What follows belongs to an exercise in optimizing a design on an open flow for small area; a production flow would make more cautious choices. Only simulation tests tie the RTL to the original design; equivalence was not proved. Power is estimated from default activity; no workload was simulated. The flow treats the clock pin as an ideal source, which a real chip does not have.

## flow/design.v

```verilog
`default_nettype none
module rgbled_frame_scheduler #(
    parameter int LEDS           = 10,
    parameter int BITS_PER_LED   = 24,
    parameter int RESET_CYCLES   = 1500,
    parameter int REFRESH_CYCLES = 0
) (
    input  wire logic                         clk,
    input  wire logic                         reset,
    input  wire logic [LEDS*BITS_PER_LED-1:0] frame_data,
    input  wire logic                         frame_rdy,
    output logic [BITS_PER_LED-1:0]           led_word,
    output logic                              led_valid,
    input  wire logic                         led_ready,
    input  wire logic                         ser_idle,
    output logic                              busy,
    output logic [7:0]                        frame_count,
    output logic                              overrun
);
    localparam int FRAME_W = LEDS * BITS_PER_LED;
    localparam int CNT_W   = 11;
    localparam logic [CNT_W-1:0] LAST_IDX = CNT_W'(LEDS - 1);
    localparam logic [CNT_W-1:0] LAT_END  = CNT_W'(LEDS - 1 + RESET_CYCLES - 1);
    logic [1:0]         rdy_sync;
    logic               rdy_prev;
    logic               rdy_edge;
    logic [FRAME_W-1:0] shadow;
    logic [FRAME_W-1:0] work;
    logic               pending;
    logic               latching;
    logic [CNT_W-1:0]   cnt;
    logic               take;
    logic               last_word;
    logic               lat_done;
    always_ff @(posedge clk) begin
        if (reset) rdy_sync <= 2'b00;
        else       rdy_sync <= {rdy_sync[0], frame_rdy};
        rdy_prev <= rdy_sync[1];
    end
    assign rdy_edge  = rdy_sync[1] & ~rdy_prev;
    assign take      = ~busy & pending;
    assign last_word = (cnt & LAST_IDX) == LAST_IDX;
    assign lat_done  = (cnt & LAT_END) == LAT_END;
    always_ff @(posedge clk) begin
        if (rdy_edge) shadow <= frame_data;
        if (take)     work   <= shadow;
    end
    always_ff @(posedge clk) begin
        if (take) cnt <= '0;
        else if ((led_valid && led_ready && !last_word) || latching) cnt <= cnt + 1'b1;
    end
    always_ff @(posedge clk) begin
        if (reset) begin
            pending     <= 1'b0;
            overrun     <= 1'b0;
            led_valid   <= 1'b0;
            busy        <= 1'b0;
            latching    <= 1'b0;
            frame_count <= 8'd0;
        end else begin
            overrun <= rdy_edge & pending;
            if (rdy_edge)  pending <= 1'b1;
            else if (take) pending <= 1'b0;
            if (take) begin
                led_valid <= 1'b1;
                busy      <= 1'b1;
            end else if (led_valid) begin
                if (led_ready && last_word) led_valid <= 1'b0;
            end else if (latching) begin
                if (lat_done) begin
                    latching    <= 1'b0;
                    busy        <= 1'b0;
                    frame_count <= frame_count + 8'd1;
                end
            end else if (busy && ser_idle) begin
                latching <= 1'b1;
            end
        end
    end
    always_comb begin
        case (cnt[3:0])
            4'd0:    led_word = work[239:216];
            4'd1:    led_word = work[215:192];
            4'd2:    led_word = work[191:168];
            4'd3:    led_word = work[167:144];
            4'd4:    led_word = work[143:120];
            4'd5:    led_word = work[119:96];
            4'd6:    led_word = work[95:72];
            4'd7:    led_word = work[71:48];
            4'd8:    led_word = work[47:24];
            default: led_word = work[23:0];
        endcase
    end
endmodule
`default_nettype wire
```

## flow/run.sh

```bash
#!/bin/bash
# synth_recipe.tcl (not shown) runs the flow's synth.tcl, then flattens the netlist and writes it again
# the make line also repeats each setting of config.mk as NAME=value (left out here)
make -C /OpenROAD-flow-scripts/flow DESIGN_CONFIG=/design/flow/config.mk WORK_HOME=/design/flow/orfs CLKGATE_MAP_FILE= SYNTH_SCRIPT=/design/flow/synth_recipe.tcl finish
```

## flow/config.mk

```make
export PLATFORM = sky130hd
export DESIGN_NAME = rgbled_frame_scheduler
export DESIGN_NICKNAME = rgbled_frame_scheduler
export VERILOG_FILES = /design/flow/design.v
export SDC_FILE = /design/flow/constraint.sdc
export NUM_CORES = 4
export LEC_CHECK = 0
export CAP_MARGIN = 20
export CORE_MARGIN = 2
export CORE_UTILIZATION = 40
export SLEW_MARGIN = 20
```

## flow/constraint.sdc

```tcl
create_clock -name core_clock -period 10.0 [get_ports {clk}]
set_input_delay 2.0000 -clock core_clock [delete_from_list [all_inputs] [get_ports {clk}]]
set_output_delay 2.0000 -clock core_clock [all_outputs]
set_load 0.01 [all_outputs]
```

==> notes.md, run 1 <==
- complete, no violations — run status
- and2_1 — master of the slowest instance on the critical path
- 24.4 mm — Post-DP HPWL
- 0.0832 — compound-cell area share of the yosys netlist
- met2 — highest-utilization routing layer at the global route stage
- 162 — maximum number of pins on one net before global-route repair
- 590 ps — worst-skew pair later-pin latency
- 51 — number of buffers created by CTS
- 1819 — count of non-filler cells in the finished layout
- 56.0 mm — first-pass GRT wire length
- 3 — maximum clock path buffer count
- 0 — number of endpoints failing setup at the final stage
- 38.7 mm — total wirelength of the detailed-routed design
- done — CTS tree
- 0.00353 — proportion of synthesized area in mux cells
- 0.0851 — share of cells above drive strength 1
- 0.271 — routing usage on met2
- 55 — number of unique standard cell types used by synthesis
- 0 — Max Cap Violations
- 0 — number of resized instances in the post-cts repair step
- 23 — critical path peak fanout
- 0 — Post CTS Setup Buffer Count
- 0 — global route total overflow
- 1 — number of antenna violations at the first check in global routing
- 1727 — Cell Count Post-Placement
- flip-flop to flip-flop — Worst Hold Class
- 212 um — die extent in y
- 76 — standard-cell rows
- 7.25 nW — Lkg Pwr
- 5 — drt first pass iters
- 1146 — post-synth net total
- edfxtp_1 — most used flip-flop cell after synthesis
- edfxtp_1 — most frequent cell after synthesis
- 0 — Final Max Slew Viols
- 0 ps — aggregate negative setup slack
- 850 ps — slowest stage delay, CP
- 146 uV — maximum ir drop on the vdd rail
- 0.00302 — area share of xor/xnor cells in the synthesized design
- 243 mW/mm^2 — PD cells
- 0 — number of buffers inserted by hold repair at cts
- 1445 — Final Net Count
- 0.327 — worst slew margin relative to its limit
- 0.0329 — Post-Synth Simple-Gate Area
- 0.614 — post-route clock period utilization
- 0 — final routed DRC violation total
- 2 — deepest level of the CTS H-tree
- 4140 ps — data arrival time at the worst-slack endpoint
- 9106 — number of vias after detailed routing
- 60 ps — Clock Pin Slew Worst Setup and Hold Paths
- 4 — Register-to-Register Path Depth
- edfxtp_1 (480), a21oi_1 (56), a22oi_1 (42), nor2_1 (38), nand2_1 (33) — most used standard cells in the synthesized netlist
- clkbuf_16 — CTS Root Cell
- 0 — count of final hold-check violations
- 0.746 — Final GP Congestion
- buffers and inverters — gate family responsible for the most delay along the worst path
- inv_1 > ha_2 > buf_4 > and2_1 > nand2b_1 > o21ai_0 > o221ai_1 > clkdlybuf4s50_1 — cell breakdown of the critical path
- 0.404 — Starting Density
- 29.6% — Layout area overhead
- 280 — number of primary I/O pins
- 0.0387 — Global Route met3 Usage
- 830 — drt initial violations
- edfxtp_1 (83%), dfxtp_1 (3.1%), a22oi_1 (1.8%) — top post-synthesis cells by area
- 22.3 ps — maximum clock skew at final layout
- 212 um — x dimension of the die
- 19.4 sq um — Post-Syn Area per Cell
- 0.234 — met1 layer usage reported by global route
- 0 — share of flip-flops with an asynchronous set or reset after synthesis
- 0 — hold-critical path depth
- 507 — Clock Sink Count
- 480 — number of synthesized flops with an enable pin
- 5.01 — via-per-instance ratio
- 0.0451 sq mm — full die area
- flip-flop to output port — critical path class
- flip-flop — category of the worst setup path launch point
- false — RSZ-0062 raised after global routing
- 507 — Seq cells post-synth
- 1010 ps — Tightest Pin Transition
- 0.170 — GRT Util Overall
- edfxtp_1 — post-synth top area cell
- 0 — post-detailed-route count of antenna-violating nets
- 0.0430 sq mm — placeable core region
- 279 — count of port buffers added during placement
- 1 — synth warn
- 0.860 — sequential fraction of the synthesis area
- 0.0174 sq mm — cell area after synthesis
- 8000 ps — required time of the critical path
- 0 — n_diodes
- 9273 — via count of the first global-routing pass
- 0.00360 — adder and majority cell fraction of the synthesized area
- 896 — count of mapped cells out of synthesis
- compound AO/OA/AOI/OAI gates — largest family of logic cells by synthesized area
- 3 — worst path buffer plus inverter count
- output port — kind of capture point of the worst setup path
- 6140 ps — Period minus WS final
- 163 MHz — Max Clock Freq
- 21.3 um — WL per Instance
- 8 — Critical Path Stages
- 0.829 — fraction of synthesized cell area taken by the top area cell type
## logic make-up after synthesis
kind of cell / after synthesis
compound gates: 205
xor+xnor: 6
buf+inv: 52
fa+ha+maj: 5
simple gates: 115
flops: 507
mux: 6
## cell usage in the layout, fill, tap and decap left out, types with 15 or more instances in the layout
cell type        instances
edfxtp_1               480
clkdlybuf4s50_1        279
a21oi_1                 56
clkbuf_16               52
a22oi_1                 42
nor2_1                  38
nand2_1                 33
dfxtp_1                 25
o21ai_0                 19
a222oi_1                15
## metrics by stage
step	util	power [mW]	instance area (sq um)	hold WS, ps	setup WS [ps]
global placement	0.485	3.62	20800	347	4420
floorplan	-	3.03	17400	323	1960
finish	0.524	5.48	22500	355	3860
global route	0.524	5.71	22500	354	3450
detailed placement	0.485	3.63	20800	345	4320
CTS	0.524	5.55	22500	351	3660
## cell type report
cell class	instances	area [sq um]
Timing Repair Buffer	290	2890
Inverter	8	37.5
Fill cell	3503	20500
Sequential cell	507	15000
Clock inverter	34	368
Tap cell	585	732
Clock buffer	58	1320
Multi-Input combinational cell	337	2220
## power breakdown
group,total [mW],switching [mW],internal [mW],leakage [nW]
combinational,1.15,0.633,0.518,1.82
sequential,2.42,0.0407,2.38,4.59
clock,1.91,0.780,1.13,0.831
## flip-flops by register name (all words and copies together), names as in the netlist
register,cells
frame_count,8
busy,1
work,240
pending,1
rdy_sync,2
rdy_prev,1
shadow,240
led_valid,1
latching,1
overrun,1
cnt,11
## worst paths after layout
check             slack (ps)   startpoint           to
hold / removal           360  rdy_sync[1]     rdy_prev
setup / recovery        3860       cnt[0]  led_word[1]
setup reg to reg        6510         busy     work[68]
hold reg to reg          360  rdy_sync[1]     rdy_prev
## layer usage
| metal | share of wire | wire length (um) |
|---|---|---|
| met1 | 0.44 | 16900 |
| met4 | 0.020 | 773 |
| met2 | 0.48 | 18400 |
| met5 | 0.00041 | 16 |
| met3 | 0.065 | 2530 |
==> inputs of run 2 (changes only) <==
--- a/flow/design.v
+++ b/flow/design.v
@@ -77,19 +77,14 @@
             end
         end
     end
+    logic [9:0] sel;
     always_comb begin
-        case (cnt[3:0])
-            4'd0:    led_word = work[239:216];
-            4'd1:    led_word = work[215:192];
-            4'd2:    led_word = work[191:168];
-            4'd3:    led_word = work[167:144];
-            4'd4:    led_word = work[143:120];
-            4'd5:    led_word = work[119:96];
-            4'd6:    led_word = work[95:72];
-            4'd7:    led_word = work[71:48];
-            4'd8:    led_word = work[47:24];
-            default: led_word = work[23:0];
-        endcase
+        for (int k = 0; k < 8; k++) sel[k] = ~cnt[3] & (cnt[2:0] == 3'(k));
+        sel[8] = cnt[3] & ~cnt[0];
+        sel[9] = cnt[3] & cnt[0];
+        led_word = '0;
+        for (int k = 0; k < 10; k++)
+            led_word = led_word | (work[FRAME_W-1-24*k -: 24] & {24{sel[k]}});
     end
 endmodule
 `default_nettype wire
==> flow/flow/run.sh (new file) <==
#!/bin/bash
set -euo pipefail
export BUFFER_PORTS_ARGS="-buffer_cell sky130_fd_sc_hd__buf_1"
export CTS_ARGS="-sink_clustering_enable -repair_clock_nets -buf_list sky130_fd_sc_hd__clkbuf_16 -sink_clustering_size 25 -sink_clustering_max_diameter 80 -dont_use_dummy_load"
bash standard.sh > standard.log 2>&1
==> flow/standard.sh (new file) <==
#!/bin/bash
# synth_recipe.tcl (not shown) runs the flow's synth.tcl, then flattens the netlist and writes it again
# the make line also repeats each setting of config.mk as NAME=value (left out here)
make -C /OpenROAD-flow-scripts/flow DESIGN_CONFIG=/design/flow/config.mk WORK_HOME=/design/flow/orfs CLKGATE_MAP_FILE= SYNTH_SCRIPT=/design/flow/synth_recipe.tcl "${@:-finish}"
--- a/flow/config.mk
+++ b/flow/config.mk
@@ -7,5 +7,5 @@
 export LEC_CHECK = 0
 export CAP_MARGIN = 20
 export CORE_MARGIN = 2
-export CORE_UTILIZATION = 40
+export CORE_UTILIZATION = 60
 export SLEW_MARGIN = 20
removed: flow/run.sh
==> run 2 against run 1 <==
Against the previous run: still clean; clock skew increased by 13 ps; final cell count decreased by 17%; flip-flop and latch count unchanged; critical endpoint is now led_word[21]; register-to-register slack better by 250 ps; worst setup slack gained 450 ps; maximum frequency up 8.0%; largest cell class unchanged; highest routed layer unchanged.
==> notes.md, run 2 <==
- done — CTS tree
- 1 — worst path buffer plus inverter count, -2
- 1090 — post-synth net total, -4.9%
- 0 — Max Cap Violations, unchanged
- pending — startpoint of the most critical register-to-register path
- 8313 — via count of the first global-routing pass, -10%
- 28 — critical path peak fanout, +22%
- 20.5 sq um — Post-Syn Area per Cell, +5.6%
- 6760 ps — flop-to-flop setup slack, +250 ps
- 0 — number of endpoints failing setup at the final stage, unchanged
- edfxtp_1 — most used flip-flop cell after synthesis
- 21.2 um — WL per Instance, -0.41%
- 85 — maximum number of pins on one net before global-route repair, -48%
- complete, no violations — run status
- output port — kind of capture point of the worst setup path
- edfxtp_1 (480), a22oi_1 (39), clkbuf_1 (29), a221oi_1 (28), dfxtp_1 (27) — most used standard cells in the synthesized netlist
- 3690 ps — data arrival time at the worst-slack endpoint, -450 ps
- 20.6 mm — Post-DP HPWL, -16%
- 3 — maximum clock path buffer count, unchanged
- simple AND/OR/NAND/NOR gates — gate family responsible for the most delay along the worst path
- work[184] — RR Endpoint
- rdy_prev — capture endpoint of the worst hold path
- 480 — number of synthesized flops with an enable pin, unchanged
- 930 ps — slowest stage delay, CP, +80 ps
- 0.209 — GRT Util Overall, +0.0384
- 1 — synth warn, unchanged
- and3_1 — master of the slowest instance on the critical path
- false — RSZ-0062 raised after global routing
- 0.840 — fraction of synthesized cell area taken by the top area cell type, +0.0106
- 810 — drt initial violations, -2.4%
- 176 MHz — Max Clock Freq, +8.0%
- 0 — final routed DRC violation total, unchanged
- 5.60 — via-per-instance ratio, +12%
- 0 — number of resized instances in the post-cts repair step, unchanged
- 0.0300 sq mm — full die area, -34%
- 1369 — Final Net Count, -5.3%
- 0 — share of flip-flops with an asynchronous set or reset after synthesis, unchanged
- 0.871 — sequential fraction of the synthesis area, +0.0110
- 507 — Clock Sink Count, unchanged
- 280 — number of primary I/O pins, unchanged
- 279 — count of port buffers added during placement, unchanged
- flip-flop — category of the worst setup path launch point
- 838 — count of mapped cells out of synthesis, -6.5%
- edfxtp_1 (84%), dfxtp_1 (3.1%), a22oi_1 (1.7%) — top post-synthesis cells by area
- 1 — deepest level of the CTS H-tree, -1
- 8 — drt first pass iters, +3
- 0 — Post CTS Setup Buffer Count, unchanged
- 0.0280 sq mm — placeable core region, -35%
- 0.687 — post-layout util, +0.163
- 0 — global route total overflow, unchanged
- 3 — Register-to-Register Path Depth, -1
- 0.613 — Starting Density, +0.208
- 0.0186 sq mm — instance area after placement, -11%
- 213 mW/mm^2 — PD cells, -12%
- 24 — number of buffers created by CTS, -53%
- 540 ps — worst-skew pair later-pin latency, -50 ps
- 0.760 — Final GP Congestion, +1.9%
- 61 — standard-cell rows, -20%
- 0 — post-detailed-route count of antenna-violating nets, unchanged
- edfxtp_1 — most frequent standard cell in the layout excluding fill and tap cells
- 4.10 mW — Design Power, -25%
- 0.0172 sq mm — cell area after synthesis, -1.3%
- 0 ps — aggregate negative setup slack, unchanged
- 5690 ps — Period minus WS final, -454 ps
- 173 um — x dimension of the die, -19%
- clkbuf_16 — CTS Root Cell
- 0 — number of buffers inserted by hold repair at cts, unchanged
- flip-flop to output port — critical path class
- 90 ps — Clock Pin Slew Worst Setup and Hold Paths, +30 ps
- 507 — Seq cells post-synth, unchanged
- 8399 — number of vias after detailed routing, -7.8%
- 0 — count of final hold-check violations, unchanged
- 1501 — count of non-filler cells in the finished layout, -17%
- 8000 ps — required time of the critical path, about the same
- 0.0601 — share of cells above drive strength 1, -0.0250
- 202 uV — maximum ir drop on the vdd rail, +39%
- edfxtp_1 (480), buf_1 (279), a22oi_1 (39) — commonest cells after routing, fill and taps aside
- 12.2% — Layout area overhead
- rdy_sync[1] — start point of the worst min-delay path
- 35.6 ps — maximum clock skew at final layout, +13.3 ps
- 37 — number of unique standard cell types used by synthesis, -33%
- 8 — number of antenna violations at the first check in global routing, +7
- 5.93 nW — Lkg Pwr, -18%
- 47.1 mm — first-pass GRT wire length, -16%
- ha_1 > and3_1 > a222oi_1 > nand2_1 > buf_1 — cell breakdown of the critical path
- 31.8 mm — total wirelength of the detailed-routed design, -18%
- shadow x240, work x240, cnt x11 — Regs by FF count
- flip-flop to flip-flop — Worst Hold Class
- 0 — hold-critical path depth, unchanged
- 0.0193 sq mm — final design instance area without fill, -15%
- 0.569 — post-route clock period utilization, -0.0454
- 0 — Final Max Slew Viols, unchanged
- 1469 — Cell Count Post-Placement, -15%
- 1070 ps — Tightest Pin Transition, +59.2 ps
- 0.288 — worst slew margin relative to its limit, -0.0395
- edfxtp_1 — most frequent cell after synthesis
- 173 um — die extent in y, -19%
- edfxtp_1 — post-synth top area cell
## run 2: changes by cell type in the layout (fill, tap and decap cells not counted), moves of 8 or more
cell	previous run	this run
a221oi_1	10	28
nand3_1	8	25
buf_1	0	279
a21oi_1	56	21
clkinv_2	14	0
clkbuf_16	52	24
nor2_1	38	14
mux2_2	1	24
diode_2	0	8
clkdlybuf4s50_1	279	0
## run 2: worst max-delay path by stage
| stage | cells after the start | end | from |
|---|---|---|---|
| 2_1_floorplan | 3 | work[0] | busy |
| 3_3_place_gp | 5 | led_word[19] | cnt[0] |
| 3_5_place_dp | 5 | led_word[3] | cnt[0] |
| 4_1_cts | 5 | led_word[3] | cnt[0] |
| 5_1_grt | 6 | led_word[9] | cnt[0] |
| 6_report | 5 | led_word[21] | cnt[0] |
## run 2: per-layer routing
metal / vias to the layer above / global-route usage / wire, um
met5: - / 0 / 27
met4: 4 / 0.0508 / 675
met3: 49 / 0.0435 / 2330
met2: 281 / 0.336 / 15100
met1: 4140 / 0.299 / 13700
li1: 3925 / - / -
## run 2: cell families after synthesis
| logic type | synth area share |
|---|---|
| buffers and inverters | 0.00911 |
| DFF | 0.871 |
| and+or+nand+nor | 0.0340 |
| xor gates and xnor gates | 0.00357 |
| muxes | 0.0222 |
| AOI/OAI and AO/OA | 0.0547 |
| adders and majority gates | 0.00510 |
## run 2: metrics by stage
step                      setup WS [ps]  hold slack (ps)
after detailed placement           4820              343
after global placement             4900              336
final                              4310              355
after floorplan                    2020              323
after global routing               4060              364
after CTS                          4230              358
## run 2: where the power goes
group | leakage, nW | switching (mW) | internal [mW]
Clock | 0.296 | 0.574 | 0.429
Sequential | 4.59 | 0.0813 | 2.37
Combinational | 1.04 | 0.403 | 0.241
Total | 5.93 | 1.06 | 3.04
## run 2: area by class of cell
class / instances / area [sq um]
inverter: 6 / 22.5
antenna: 8 / 20.0
multi-input combinational: 291 / 2070
clock buffer: 24 / 601
fill: 1876 / 8760
timing repair buffer: 287 / 1110
sequential: 507 / 15000
tap: 378 / 473
## run 2: worst register-to-register path, stage by stage, from the launching register on
cell	delay [ps]
dfxtp_1	390
nor2b_4	660
buf_4	760
buf_4	950
==> inputs of run 3 (changes only) <==
--- a/flow/design.v
+++ b/flow/design.v
@@ -18,9 +18,7 @@
     output logic                              overrun
 );
     localparam int FRAME_W = LEDS * BITS_PER_LED;
-    localparam int CNT_W   = 11;
-    localparam logic [CNT_W-1:0] LAST_IDX = CNT_W'(LEDS - 1);
-    localparam logic [CNT_W-1:0] LAT_END  = CNT_W'(LEDS - 1 + RESET_CYCLES - 1);
+    localparam logic [10:0] LAT_END = 11'h01c;
     logic [1:0]         rdy_sync;
     logic               rdy_prev;
     logic               rdy_edge;
@@ -28,26 +26,23 @@
     logic [FRAME_W-1:0] work;
     logic               pending;
     logic               latching;
-    logic [CNT_W-1:0]   cnt;
+    logic [10:0]        ptr;
     logic               take;
-    logic               last_word;
-    logic               lat_done;
     always_ff @(posedge clk) begin
         if (reset) rdy_sync <= 2'b00;
         else       rdy_sync <= {rdy_sync[0], frame_rdy};
         rdy_prev <= rdy_sync[1];
     end
-    assign rdy_edge  = rdy_sync[1] & ~rdy_prev;
-    assign take      = ~busy & pending;
-    assign last_word = (cnt & LAST_IDX) == LAST_IDX;
-    assign lat_done  = (cnt & LAT_END) == LAT_END;
+    assign rdy_edge = rdy_sync[1] & ~rdy_prev;
+    assign take     = ~busy & pending;
     always_ff @(posedge clk) begin
         if (rdy_edge) shadow <= frame_data;
         if (take)     work   <= shadow;
     end
     always_ff @(posedge clk) begin
-        if (take) cnt <= '0;
-        else if ((led_valid && led_ready && !last_word) || latching) cnt <= cnt + 1'b1;
+        if (take) ptr <= 11'd1;
+        else if ((led_valid && led_ready) || latching)
+            ptr <= {ptr[9:0], latching & (ptr[10] ^ ptr[8])};
     end
     always_ff @(posedge clk) begin
         if (reset) begin
@@ -65,9 +60,9 @@
                 led_valid <= 1'b1;
                 busy      <= 1'b1;
             end else if (led_valid) begin
-                if (led_ready && last_word) led_valid <= 1'b0;
+                if (led_ready && ptr[LEDS-1]) led_valid <= 1'b0;
             end else if (latching) begin
-                if (lat_done) begin
+                if (ptr == LAT_END) begin
                     latching    <= 1'b0;
                     busy        <= 1'b0;
                     frame_count <= frame_count + 8'd1;
@@ -77,14 +72,10 @@
             end
         end
     end
-    logic [9:0] sel;
     always_comb begin
-        for (int k = 0; k < 8; k++) sel[k] = ~cnt[3] & (cnt[2:0] == 3'(k));
-        sel[8] = cnt[3] & ~cnt[0];
-        sel[9] = cnt[3] & cnt[0];
         led_word = '0;
-        for (int k = 0; k < 10; k++)
-            led_word = led_word | (work[FRAME_W-1-24*k -: 24] & {24{sel[k]}});
+        for (int k = 0; k < LEDS; k++)
+            led_word = led_word | (work[FRAME_W-1-BITS_PER_LED*k -: BITS_PER_LED] & {BITS_PER_LED{ptr[k]}});
     end
 endmodule
 `default_nettype wire
==> run 3 against run 2 <==
Against the previous run: combinational power shrank 62%; die area shrank 2.6%; core utilization shrank 0.58 points; hold slack gained 8.2 ps; clock skew grew 9.0 ps; synthesized area shrank 2.6%; highest routed layer unchanged.
==> notes.md, run 3 <==
- 1 — synth warn, unchanged
- 4240 ps — Period minus WS final, -1450 ps
- 21.4 mm — Post-DP HPWL, +4.0%
- 24 — number of buffers created by CTS, unchanged
- 33.7 mm — total wirelength of the detailed-routed design, +6.0%
- 5.74 nW — Lkg Pwr, -3.2%
- 0.0427 — share of cells above drive strength 1, -0.0174
- 0.863 — fraction of synthesized cell area taken by the top area cell type, +0.0227
- 197 uV — maximum ir drop on the vdd rail, -2.5%
- 0.605 — Starting Density, -0.00789
- complete, no violations — run status
- 0.895 — sequential fraction of the synthesis area, +0.0236
- false — RSZ-0062 raised after global routing
- 1886 — fillers, +0.53%
- 4 — number of antenna violations at the first check in global routing, -4
- done — CTS tree
- flip-flop to flip-flop — Worst Hold Class
- 61 — standard-cell rows, unchanged
- clkbuf_16 — CTS Root Cell
- 1 — deepest level of the CTS H-tree, unchanged
- 0.276 — clock power share, +0.031
- 0 — final routed DRC violation total, unchanged
- 280 — number of primary I/O pins, unchanged
- flip-flop — category of the worst setup path launch point
- 202 — maximum number of pins on one net before global-route repair, +140%
- 0 ps — aggregate negative setup slack, unchanged
- 0.656 — portion of total power attributed to sequential cells, +0.057
- 1301 — Final Net Count, -5.0%
- 480 — number of synthesized flops with an enable pin, unchanged
- 0 — number of resized instances in the post-cts repair step, unchanged
- 2.88 mW — Power Internal, -5.3%
- 2 — worst path buffer plus inverter count, +1
- 0.0167 sq mm — cell area after synthesis, -2.6%
- 0 — number of buffers inserted by hold repair at cts, unchanged
- 0 — Post CTS Setup Buffer Count, unchanged
- 236 MHz — Max Clock Freq, +34%
- 1070 ps — Tightest Pin Transition, +5.49 ps
- 12.7% — Layout area overhead
- 0.0276 sq mm — placeable core region, -1.4%
- 363 ps — Post-Route Hold Slack, +8.23 ps
- 5760 ps — setup slack after layout, +1450 ps
- edfxtp_1 (86%), a22oi_1 (3.2%), dfxtp_1 (3.2%) — top post-synthesis cells by area
- 0 — count of final hold-check violations, unchanged
- 34 — number of unique standard cell types used by synthesis, -8.1%
- 23.5 um — WL per Instance, +11%
- shadow x240, work x240, ptr x11 — Regs by FF count
- 5 — drt first pass iters, -3
- 507 — Seq cells post-synth, unchanged
- 0.0292 sq mm — full die area, -2.6%
- 0 — Final Max Slew Viols, unchanged
- buf_4 > a221oi_1 > nand4_1 > buf_1 — cell breakdown of the critical path
- 5.75 — via-per-instance ratio, +2.7%
- 279 — count of port buffers added during placement, unchanged
- 0.885 — Final GP Congestion, +16%
- 3 — maximum clock path buffer count, unchanged
- edfxtp_1 — most frequent standard cell in the layout excluding fill and tap cells
- 0 — Max Cap Violations, unchanged
- flip-flop to output port — critical path class
- 771 — count of mapped cells out of synthesis, -8.0%
- 0 — number of endpoints failing setup at the final stage, unchanged
- 194 mW/mm^2 — PD cells, -8.8%
- 0 — global route total overflow, unchanged
- compound AO/OA/AOI/OAI gates — gate family responsible for the most delay along the worst path
- 957 — drt initial violations, +18%
- 7969 — via count of the first global-routing pass, -4.1%
- 0.212 — share of total power consumed by net switching, -0.0461
- 100 ps — Clock Pin Slew Worst Setup and Hold Paths, about the same
- 171 um — x dimension of the die, -1.3%
- edfxtp_1 (480), buf_1 (279), a22oi_1 (72) — commonest cells after routing, fill and taps aside
- 8239 — number of vias after detailed routing, -1.9%
- 0 — share of flip-flops with an asynchronous set or reset after synthesis, unchanged
- edfxtp_1 — most used flip-flop cell after synthesis
- 47.8 mm — first-pass GRT wire length, +1.4%
- 540 ps — slowest stage delay, CP, -390 ps
- edfxtp_1 (480), a22oi_1 (72), clkbuf_1 (29), dfxtp_1 (27) — most used standard cells in the synthesized netlist
- 2240 ps — data arrival time at the worst-slack endpoint, -1450 ps
- edfxtp_1 — most frequent cell after synthesis
- 8000 ps — required time of the critical path, about the same
- 0.284 — worst slew margin relative to its limit, -0.00366
- 507 — Clock Sink Count, unchanged
- 550 ps — worst-skew pair later-pin latency, about the same
- 0.228 — GRT Util Overall, +0.0195
- output port — kind of capture point of the worst setup path
- 1017 — post-synth net total, -6.7%
- 6390 ps — dpl ws, +1570 ps
- 44.6 ps — maximum clock skew at final layout, +8.98 ps
- 21.7 sq um — Post-Syn Area per Cell, +5.8%
- 0.424 — post-route clock period utilization, -0.145
- 0.067 — Logic pwr share, -0.090
- a221oi_1 — master of the slowest instance on the critical path
- 17 — critical path peak fanout, -39%
- 0.775 mW — Net Sw Power, -27%
- 171 um — die extent in y, -1.3%
- 0.682 — post-layout util, -0.00577
- edfxtp_1 — post-synth top area cell
- 0 — post-detailed-route count of antenna-violating nets, unchanged
==> run 3: through the flow <==
stage          area (sq um)  cells  total power [mW]
2_1_floorplan         16700    771              2.58
3_3_place_gp          18200   1407              2.69
3_5_place_dp          18200   1407              2.70
4_1_cts               18800   1431              3.68
5_1_grt               18800   1433              3.77
6_report              18800   1434              3.66
==> run 3: worst paths after layout <==
path | start | to | slack, ps | cells past startpoint
worst max-delay path | ptr[4] | led_word[13] | 5760 | 4
worst min-delay path | rdy_sync[1] | rdy_prev | 360 | 0
worst max register to register | rdy_sync[1] | shadow[88] | 7180 | 3
worst min register to register | rdy_sync[1] | rdy_prev | 360 | 0
==> run 3: power by group through the flow <==
stage	Clock (mW)	Sequential [mW]	Combinational, mW
floorplan	0	2.44	0.135
global placement	0	2.45	0.245
detailed placement	0	2.45	0.248
CTS	1.03	2.40	0.249
global route	1.10	2.41	0.267
finish	1.01	2.40	0.246
==> run 3: cell families after synthesis <==
kind of cell             synth area share
flip-flops                          0.895
AO/OA/AOI/OAI                      0.0636
AND/OR/NAND/NOR                    0.0279
buffers and inverters             0.00868
XOR/XNOR                          0.00367
multiplexers                     0.000599
adder cells (fa/ha/maj)          0.000749
==> run 3: layout make-up <==
type                            count  area (sq um)  share of cell area
Inverter                            1          3.75            0.000199
Timing Repair Buffer              293          1160              0.0619
Tap cell                          378           473              0.0251
Multi-Input combinational cell    228          1630              0.0864
Clock buffer                       24           601              0.0319
Antenna cell                        3          7.51            0.000399
Sequential cell                   507         15000               0.794
==> run 3: metal layers <==
metal | GRT usage | wire length, um | up-vias
met3 | 0.0354 | 2200 | 56
met5 | 0 | 13 | -
li1 | - | - | 3696
met4 | 0.0608 | 798 | 2
met2 | 0.371 | 16400 | 343
met1 | 0.330 | 14300 | 4142
==> inputs of run 4 (changes only) <==
--- a/flow/design.v
+++ b/flow/design.v
@@ -26,7 +26,9 @@
     logic [FRAME_W-1:0] work;
     logic               pending;
     logic               latching;
+    logic [10:0]        ptr_n;
     logic [10:0]        ptr;
+    assign ptr = ~ptr_n;
     logic               take;
     always_ff @(posedge clk) begin
         if (reset) rdy_sync <= 2'b00;
@@ -40,9 +42,9 @@
         if (take)     work   <= shadow;
     end
     always_ff @(posedge clk) begin
-        if (take) ptr <= 11'd1;
+        if (take) ptr_n <= ~11'd1;
         else if ((led_valid && led_ready) || latching)
-            ptr <= {ptr[9:0], latching & (ptr[10] ^ ptr[8])};
+            ptr_n <= {ptr_n[9:0], ~(latching & (ptr_n[10] ^ ptr_n[8]))};
     end
     always_ff @(posedge clk) begin
         if (reset) begin
@@ -73,9 +75,9 @@
         end
     end
     always_comb begin
-        led_word = '0;
+        led_word = '1;
         for (int k = 0; k < LEDS; k++)
-            led_word = led_word | (work[FRAME_W-1-BITS_PER_LED*k -: BITS_PER_LED] & {BITS_PER_LED{ptr[k]}});
+            led_word = led_word & (work[FRAME_W-1-BITS_PER_LED*k -: BITS_PER_LED] | {BITS_PER_LED{ptr_n[k]}});
     end
 endmodule
 `default_nettype wire
==> flow/flow/run.sh (replaced) <==
#!/bin/bash
set -euo pipefail
export BUFFER_PORTS_ARGS="-buffer_cell sky130_fd_sc_hd__buf_1"
export CTS_ARGS="-sink_clustering_enable -repair_clock_nets -buf_list sky130_fd_sc_hd__clkbuf_16 -sink_clustering_size 30 -sink_clustering_max_diameter 100 -dont_use_dummy_load"
bash standard.sh > standard.log 2>&1
--- a/flow/config.mk
+++ b/flow/config.mk
@@ -7,5 +7,5 @@
 export LEC_CHECK = 0
 export CAP_MARGIN = 20
 export CORE_MARGIN = 2
-export CORE_UTILIZATION = 60
+export CORE_UTILIZATION = 70
 export SLEW_MARGIN = 20
==> run 4 against run 3 <==
Against the previous run: core utilization rose by 11 points; design area down 1.6%; maximum frequency down 8.8%; sequential power is 4% higher; clock skew shrank 26 ps; final cell count is 2.8% lower; routed wire length is 11% lower; critical path depth rose by 2; largest power group unchanged.
==> notes.md, run 4 <==
- 172 — maximum number of pins on one net before global-route repair, -15%
- 37 — number of unique standard cell types used by synthesis, +8.8%
- 215 MHz — Max Clock Freq, -8.8%
- 0.0354 — share of cells above drive strength 1, -0.00729
- 2.91 mW — Power Internal, +0.87%
- 0.0166 sq mm — cell area after synthesis, -0.52%
- 0.651 — portion of total power attributed to sequential cells, -0.005
- 507 — Seq cells post-synth, unchanged
- done — CTS tree
- 219 uV — maximum ir drop on the vdd rail, +11%
- 1044 — post-synth net total, +2.7%
- 0 — Final Max Slew Viols, unchanged
- 0 — number of endpoints failing setup at the final stage, unchanged
- 279 — count of port buffers added during placement, unchanged
- edfxtp_1 — post-synth top area cell
- 280 — number of primary I/O pins, unchanged
- 0.240 — GRT Util Overall, +0.0116
- 0.242 — share of total power consumed by net switching, +0.0303
- 7 — drt first pass iters, +2
- 8000 ps — required time of the critical path, about the same
- 0 — Max Cap Violations, unchanged
- flip-flop — category of the worst setup path launch point
- 0.0185 sq mm — final design instance area without fill, -1.6%
- 0 — global route total overflow, unchanged
- 0 — post-detailed-route count of antenna-violating nets, unchanged
- 207 mW/mm^2 — PD cells, +6.6%
- 158 um — x dimension of the die, -7.5%
- 1 — synth warn, unchanged
- 507 — Clock Sink Count, unchanged
- 1290 — fillers, -32%
- 890 — drt initial violations, -7.0%
- 21.4 um — WL per Instance, -8.8%
- 0.710 — Starting Density, +0.106
- 363 ps — Post-Route Hold Slack, -0.00400 ps
- 0.114 — Logic pwr share, +0.047
- 19 — critical path peak fanout, +2
- 0.792 — post-layout util, +0.110
- 0.0234 sq mm — placeable core region, -15%
- 29.9 mm — total wirelength of the detailed-routed design, -11%
- 0.0180 sq mm — instance area after placement, -1.1%
- complete, no violations — run status
- 1070 ps — Tightest Pin Transition, +0.678 ps
- edfxtp_1 (480), buf_1 (279), o22ai_1 (96) — commonest cells after routing, fill and taps aside
- false — RSZ-0062 raised after global routing
- 0 ps — aggregate negative setup slack, unchanged
- 158 um — die extent in y, -7.5%
- 5.88 — via-per-instance ratio, +2.3%
- 2.38 mm — detailed route wirelength on metal3, +8.0%
- flip-flop to flip-flop — Worst Hold Class
- 1320 — Final Net Count, +1.5%
- 798 — count of mapped cells out of synthesis, +3.5%
- 0.00151 sq mm — area of combinational cells with multiple inputs, -7.4%
- 4650 ps — Period minus WS final, +408 ps
- 12.0 mm — routed metal-1 wirelength, -16%
- 1 — deepest level of the CTS H-tree, unchanged
- 11.5% — Layout area overhead
- 0.867 — fraction of synthesized cell area taken by the top area cell type, +0.00448
- 0.929 mW — Net Sw Power, +20%
- 0 — share of flip-flops with an asynchronous set or reset after synthesis, unchanged
- 7909 — via count of the first global-routing pass, -0.75%
- 0.465 — post-route clock period utilization, +0.0408
- edfxtp_1 (480), o22ai_1 (96), nor2_1 (32), dfxtp_1 (27), nor3_1 (26) — most used standard cells in the synthesized netlist
- 43.6 mm — first-pass GRT wire length, -8.7%
- 0 — number of resized instances in the post-cts repair step, unchanged
- 0 — final routed DRC violation total, unchanged
- flip-flop to output port — critical path class
- 0.0150 sq mm — register cell area after layout, about the same
- 5.70 nW — Lkg Pwr, -0.66%
- 0.284 — worst slew margin relative to its limit, -0.000452
- 8194 — number of vias after detailed routing, -0.55%
- shadow x240, work x240, ptr_n x11 — Regs by FF count
- 3 — maximum clock path buffer count, unchanged
- 19.1 mm — Post-DP HPWL, -11%
- 100 ps — Clock Pin Slew Worst Setup and Hold Paths, about the same
- edfxtp_1 (87%), o22ai_1 (3.6%), dfxtp_1 (3.3%) — top post-synthesis cells by area
- 0 — count of final hold-check violations, unchanged
- 0 — Post CTS Setup Buffer Count, unchanged
- 20 — number of buffers created by CTS, -17%
- edfxtp_1 — most frequent standard cell in the layout excluding fill and tap cells
- 56 — standard-cell rows, -8.2%
- 0.900 — sequential fraction of the synthesis area, +0.00465
- 0.0250 sq mm — full die area, -14%
- 530 ps — worst-skew pair later-pin latency, -20 ps
- met4 — top metal layer carrying routed signals
- edfxtp_1 — most used flip-flop cell after synthesis
- 3 — number of antenna violations at the first check in global routing, -1
- 20.8 sq um — Post-Syn Area per Cell, -3.9%
- output port — kind of capture point of the worst setup path
- 0.235 — clock power share, -0.041
- clkbuf_16 — CTS Root Cell
- 0 — number of buffers inserted by hold repair at cts, unchanged
- 480 — number of synthesized flops with an enable pin, unchanged
- 18.4 ps — maximum clock skew at final layout, -26.2 ps
- 14.9 mm — routed length on met2, -8.9%
- edfxtp_1 — most frequent cell after synthesis
- 2650 ps — data arrival time at the worst-slack endpoint, +410 ps
- 0.746 — Final GP Congestion, -16%
==> run 4: cell count changes in the layout (fill, tap and decap cells not counted), sizes merged, moves of 22 or more <==
cell / delta
o221ai: +24
o22ai: +96
a221oi: -23
a22oi: -72
a22o: -24
nor2: +22
nand4: -24
nor3: +25
==> run 4: worst paths after layout <==
check        slack [ps]         from          end  cells past startpoint
max                5350     ptr_n[5]  led_word[9]                      6
max reg2reg        7150         busy    work[126]                      3
min reg2reg         360  rdy_sync[1]     rdy_prev                      0
min                 360  rdy_sync[1]     rdy_prev                      0
==> run 4: logic make-up (layout without fill, tap and decap cells) <==
group,count (synthesis),count (layout),share of synthesized area
flip-flops,507,507,0.900
AO/OA/AOI/OAI,132,132,0.0531
AND/OR/NAND/NOR,111,111,0.0325
buffers and inverters,40,314,0.0103
XOR/XNOR,6,6,0.00316
adder cells (fa/ha/maj),1,1,0.000752
multiplexers,1,1,0.000602
other,0,3,0
==> run 4: power by group through the flow <==
stage	clock network (mW)	registers [mW]	logic, mW
2_1_floorplan	0	2.45	0.319
3_3_place_gp	0	2.54	0.432
3_5_place_dp	0	2.55	0.437
4_1_cts	0.918	2.50	0.438
5_1_grt	0.984	2.51	0.478
6_report	0.903	2.50	0.436
==> run 4: routing by layer <==
| metal | up-vias | track usage |
|---|---|---|
| met3 | 37 | 0.0394 |
| met4 | 0 | 0.0661 |
| met2 | 387 | 0.397 |
| li1 | 3739 | - |
| met1 | 4031 | 0.342 |
| met5 | - | 0 |
==> run 4: final cells by class <==
| type | count | area share |
|---|---|---|
| Sequential cell | 507 | 0.807 |
| Multi-Input combinational cell | 251 | 0.0813 |
| Timing Repair Buffer | 290 | 0.0616 |
| Clock buffer | 20 | 0.0270 |
| Tap cell | 319 | 0.0215 |
| Inverter | 4 | 0.00121 |
| Antenna cell | 3 | 0.000405 |
==> run 4: critical path: stages, from the launching register on <==
cell,delay (ps)
dfxtp_1,710
buf_4,400
o22ai_1,170
nor2_1,180
o221ai_1,170
nor3_1,310
buf_1,190
==> run 4: stage by stage <==
step,setup slack [ps],power (mW),cells
2_1_floorplan,2810,2.77,798
3_3_place_gp,5730,2.98,1371
3_5_place_dp,5880,2.99,1371
4_1_cts,5300,3.86,1391
5_1_grt,5200,3.97,1394
6_report,5350,3.84,1394
==> inputs of run 5 (changes only) <==
--- a/flow/config.mk
+++ b/flow/config.mk
@@ -7,5 +7,5 @@
 export LEC_CHECK = 0
 export CAP_MARGIN = 20
 export CORE_MARGIN = 2
-export CORE_UTILIZATION = 70
+export CORE_UTILIZATION = 60
 export SLEW_MARGIN = 20
==> run 5 against run 4 <==
Against the previous run: clock power is 2% higher; synthesized cell count stayed put; final cell count is 3.9% higher; sequential share of layout area is 0.31 points lower; critical path type unchanged; critical endpoint is now led_word[19]; largest power group unchanged.
==> notes.md, run 5 <==
- 5.51 — via-per-instance ratio, -6.3%
- 0 — Max Cap Violations, unchanged
- 3.85 mW — Design Power, +0.23%
- 0.0166 sq mm — cell area after synthesis, unchanged
- 60 — standard-cell rows, +7.1%
- 43.4 mm — first-pass GRT wire length, -0.43%
- flip-flop to output port — critical path class
- 280 — number of primary I/O pins, unchanged
- 170 um — die extent in y, +7.8%
- 4 — Register-to-Register Path Depth, +1
- 1080 ps — Tightest Pin Transition, +0.539 ps
- 507 — Clock Sink Count, unchanged
- 0 — number of endpoints failing setup at the final stage, unchanged
- ptr_n[7] — Setup crit start
- 1044 — post-synth net total, unchanged
- 110 ps — Clock Pin Slew Worst Setup and Hold Paths, about the same
- 0.0291 sq mm — full die area, +16%
- 3 — maximum clock path buffer count, unchanged
- 30.2 mm — total wirelength of the detailed-routed design, +1.0%
- 0.737 — Final GP Congestion, -1.3%
- 1 — deepest level of the CTS H-tree, unchanged
- dfxtp_1 — master of the slowest instance on the critical path
- 0.0364 — share of cells above drive strength 1, +0.000967
- 0.0181 sq mm — instance area after placement, +0.23%
- 0.0186 sq mm — final design instance area without fill, +0.40%
- 0 — post-detailed-route count of antenna-violating nets, unchanged
- 37 — number of unique standard cell types used by synthesis, unchanged
- 0 — share of flip-flops with an asynchronous set or reset after synthesis, unchanged
- 2 — worst path buffer plus inverter count, unchanged
- shadow x240, work x240, ptr_n x11 — Regs by FF count
- 0.613 — Starting Density, -0.0969
- 507 — Seq cells post-synth, unchanged
- 970 ps — slowest stage delay, CP, +260 ps
- complete, no violations — run status
- 207 mW/mm^2 — PD cells, -0.17%
- 7972 — number of vias after detailed routing, -2.7%
- 11.9% — Layout area overhead
- 7667 — via count of the first global-routing pass, -3.1%
- 279 — count of port buffers added during placement, unchanged
- edfxtp_1 — post-synth top area cell
- 5.70 nW — Lkg Pwr, about the same
- done — CTS tree
- 0 — number of buffers inserted by hold repair at cts, unchanged
- rdy_sync[1] — startpoint of the most critical register-to-register path
- 8000 ps — required time of the critical path, about the same
- 6430 ps — flop-to-flop setup slack, -720 ps
- 15 — critical path peak fanout, -4
- 822 — drt initial violations, -7.6%
- 210 MHz — Max Clock Freq, -2.2%
- shadow[89] — RR Endpoint
- 0.867 — fraction of synthesized cell area taken by the top area cell type, unchanged
- led_word[19] — CP endpoint
- edfxtp_1 — most frequent cell after synthesis
- edfxtp_1 — most used flip-flop cell after synthesis
- 0.475 — post-route clock period utilization, +0.0104
- edfxtp_1 — most frequent standard cell in the layout excluding fill and tap cells
- false — RSZ-0062 raised after global routing
- 170 um — x dimension of the die, +7.8%
- 0 — global route total overflow, unchanged
- 798 — count of mapped cells out of synthesis, unchanged
- 0 — count of final hold-check violations, unchanged
- 157 — maximum number of pins on one net before global-route repair, -8.7%
- 1 — synth warn, unchanged
- 20.8 um — WL per Instance, -2.8%
- 20.8 sq um — Post-Syn Area per Cell, unchanged
- 1794 — fillers, +39%
- flip-flops — gate family responsible for the most delay along the worst path
- flip-flop to flip-flop — Worst Hold Class
- 6 — Critical Path Stages, unchanged
- 550 ps — worst-skew pair later-pin latency, +20 ps
- edfxtp_1 (87%), o22ai_1 (3.6%), dfxtp_1 (3.3%) — top post-synthesis cells by area
- 8 — number of antenna violations at the first check in global routing, +5
- buf_4 > o22ai_1 > nor2_1 > o221ai_1 > nor3_1 > buf_1 — cell breakdown of the critical path
- 0 — Final Max Slew Viols, unchanged
- 0.900 — sequential fraction of the synthesis area, unchanged
- 4750 ps — Period minus WS final, +104 ps
- 2750 ps — data arrival time at the worst-slack endpoint, +100 ps
- edfxtp_1 (480), o22ai_1 (96), nor2_1 (32), dfxtp_1 (27), nor3_1 (26) — most used standard cells in the synthesized netlist
- 18.8 mm — Post-DP HPWL, -1.4%
- 20 — number of buffers created by CTS, unchanged
- 4 — drt first pass iters, -3
- 0 — Post CTS Setup Buffer Count, unchanged
- 480 — number of synthesized flops with an enable pin, unchanged
- 0.283 — worst slew margin relative to its limit, -0.000359
- 0 ps — aggregate negative setup slack, unchanged
- 0 — final routed DRC violation total, unchanged
- 0.0271 sq mm — placeable core region, +16%
- 1319 — Final Net Count, -0.076%
- clkbuf_16 — CTS Root Cell
- output port — kind of capture point of the worst setup path
- 132 uV — maximum ir drop on the vdd rail, -40%
- 0 — number of resized instances in the post-cts repair step, unchanged
- edfxtp_1 (480), buf_1 (279), o22ai_1 (96) — commonest cells after routing, fill and taps aside
- flip-flop — category of the worst setup path launch point
- 40.4 ps — maximum clock skew at final layout, +22.1 ps
- 0.205 — GRT Util Overall, -0.0343
[run 5: cell types whose count changed in the layout (fill, tap and decap cells not counted)]
cell,previous run,this run
buf_12,1,0
buf_16,0,1
buf_4,10,9
dfxtp_1,24,22
dfxtp_2,3,5
diode_2,3,5
[run 5: worst reg2reg max path, delay by kind of cell (launching register included)]
family / cells / cell delay (ps)
AND/OR/NAND/NOR: 1 / 130
flip-flops: 1 / 340
buffers and inverters: 3 / 2720
[run 5: layout make-up]
cell class              count  area [sq um]  area share
flip-flops and latches    507         15000       0.804
multi-input cells         251          1510      0.0809
repair buffers            289          1140      0.0614
clock buffers              20           500      0.0269
well taps                 372           465      0.0250
inverters                   4          22.5     0.00121
diodes                      5          12.5    0.000672
[run 5: kinds of logic (layout without fill, tap and decap cells)]
logic type / count (synthesis) / count (layout) / synth area share
other: 0 / 5 / 0
XOR/XNOR: 6 / 6 / 0.00316
multiplexers: 1 / 1 / 0.000602
adder cells (fa/ha/maj): 1 / 1 / 0.000752
AND/OR/NAND/NOR: 111 / 111 / 0.0325
flip-flops: 507 / 507 / 0.900
buffers and inverters: 40 / 313 / 0.0103
AO/OA/AOI/OAI: 132 / 132 / 0.0531
[run 5: per-layer routing]
metal,GRT usage,vias to the layer above,share of wire
li1,-,3750,-
met1,0.281,3887,0.41
met2,0.346,286,0.49
met3,0.0423,43,0.072
met4,0.0487,6,0.023
met5,0,-,0.0011
[run 5: worst min path at each step]
| stage | from | endpoint | slack [ps] | depth (start not counted) |
|---|---|---|---|---|
| floorplan | rdy_sync[1] | rdy_prev | 320 | 0 |
| global placement | rdy_sync[1] | rdy_prev | 340 | 0 |
| detailed placement | rdy_sync[1] | rdy_prev | 340 | 0 |
| CTS | rdy_sync[1] | rdy_prev | 360 | 0 |
| global route | rdy_sync[1] | rdy_prev | 380 | 0 |
| finish | rdy_sync[1] | rdy_prev | 360 | 0 |
[run 5: per-stage QoR]
step | setup WS [ps] | hold slack (ps) | cells | utilization
after floorplan | 2810 | 323 | 798 | -
after global placement | 5790 | 340 | 1422 | 0.667
after detailed placement | 5810 | 342 | 1422 | 0.667
after CTS | 5200 | 364 | 1442 | 0.685
after global routing | 5080 | 378 | 1445 | 0.686
final | 5250 | 362 | 1448 | 0.687
[run 5: power breakdown]
part           switching, mW  leakage, nW  internal (mW)
registers              0.149         4.60           2.39
logic                  0.236        0.855          0.158
clock network          0.555        0.246          0.362

## re-timing with driven ports
The flow's constraints put no driver on any port. The routed layouts listed below were extracted and timed again, unchanged, in two steps.
Step 1 assumes that a clkbuf_16 drives the clock port and a buf_2 every other input.
Step 2 also shifts input and output timing later by t, the mid clock arrival at the registers, as if the neighbouring blocks saw the same clock.
a / b / c = ideal ports / drivers / drivers and shift; a / b = the first two.
run | t, ns | slack for setup (ns) | worst setup path at the end | clock arrival spread, ns | worst register clock-pin slew, ns
run 1 | 0.627 | 3.861 / 3.810 / 4.437 | register to output | 0.023 / 0.024 | 0.06 / 0.06
run 2 | 0.578 | 4.314 / 4.263 / 4.840 | register to output | 0.041 / 0.041 | 0.09 / 0.09
run 3 | 0.581 | 5.759 / 5.708 / 6.289 | register to output | 0.047 / 0.046 | 0.10 / 0.10
run 4 | 0.566 | 5.352 / 5.303 / 5.868 | register to output | 0.019 / 0.019 | 0.11 / 0.11
run 5 | 0.575 | 5.247 / 5.201 / 5.776 | register to output | 0.044 / 0.044 | 0.11 / 0.11
After both steps every run listed still meets setup and hold.
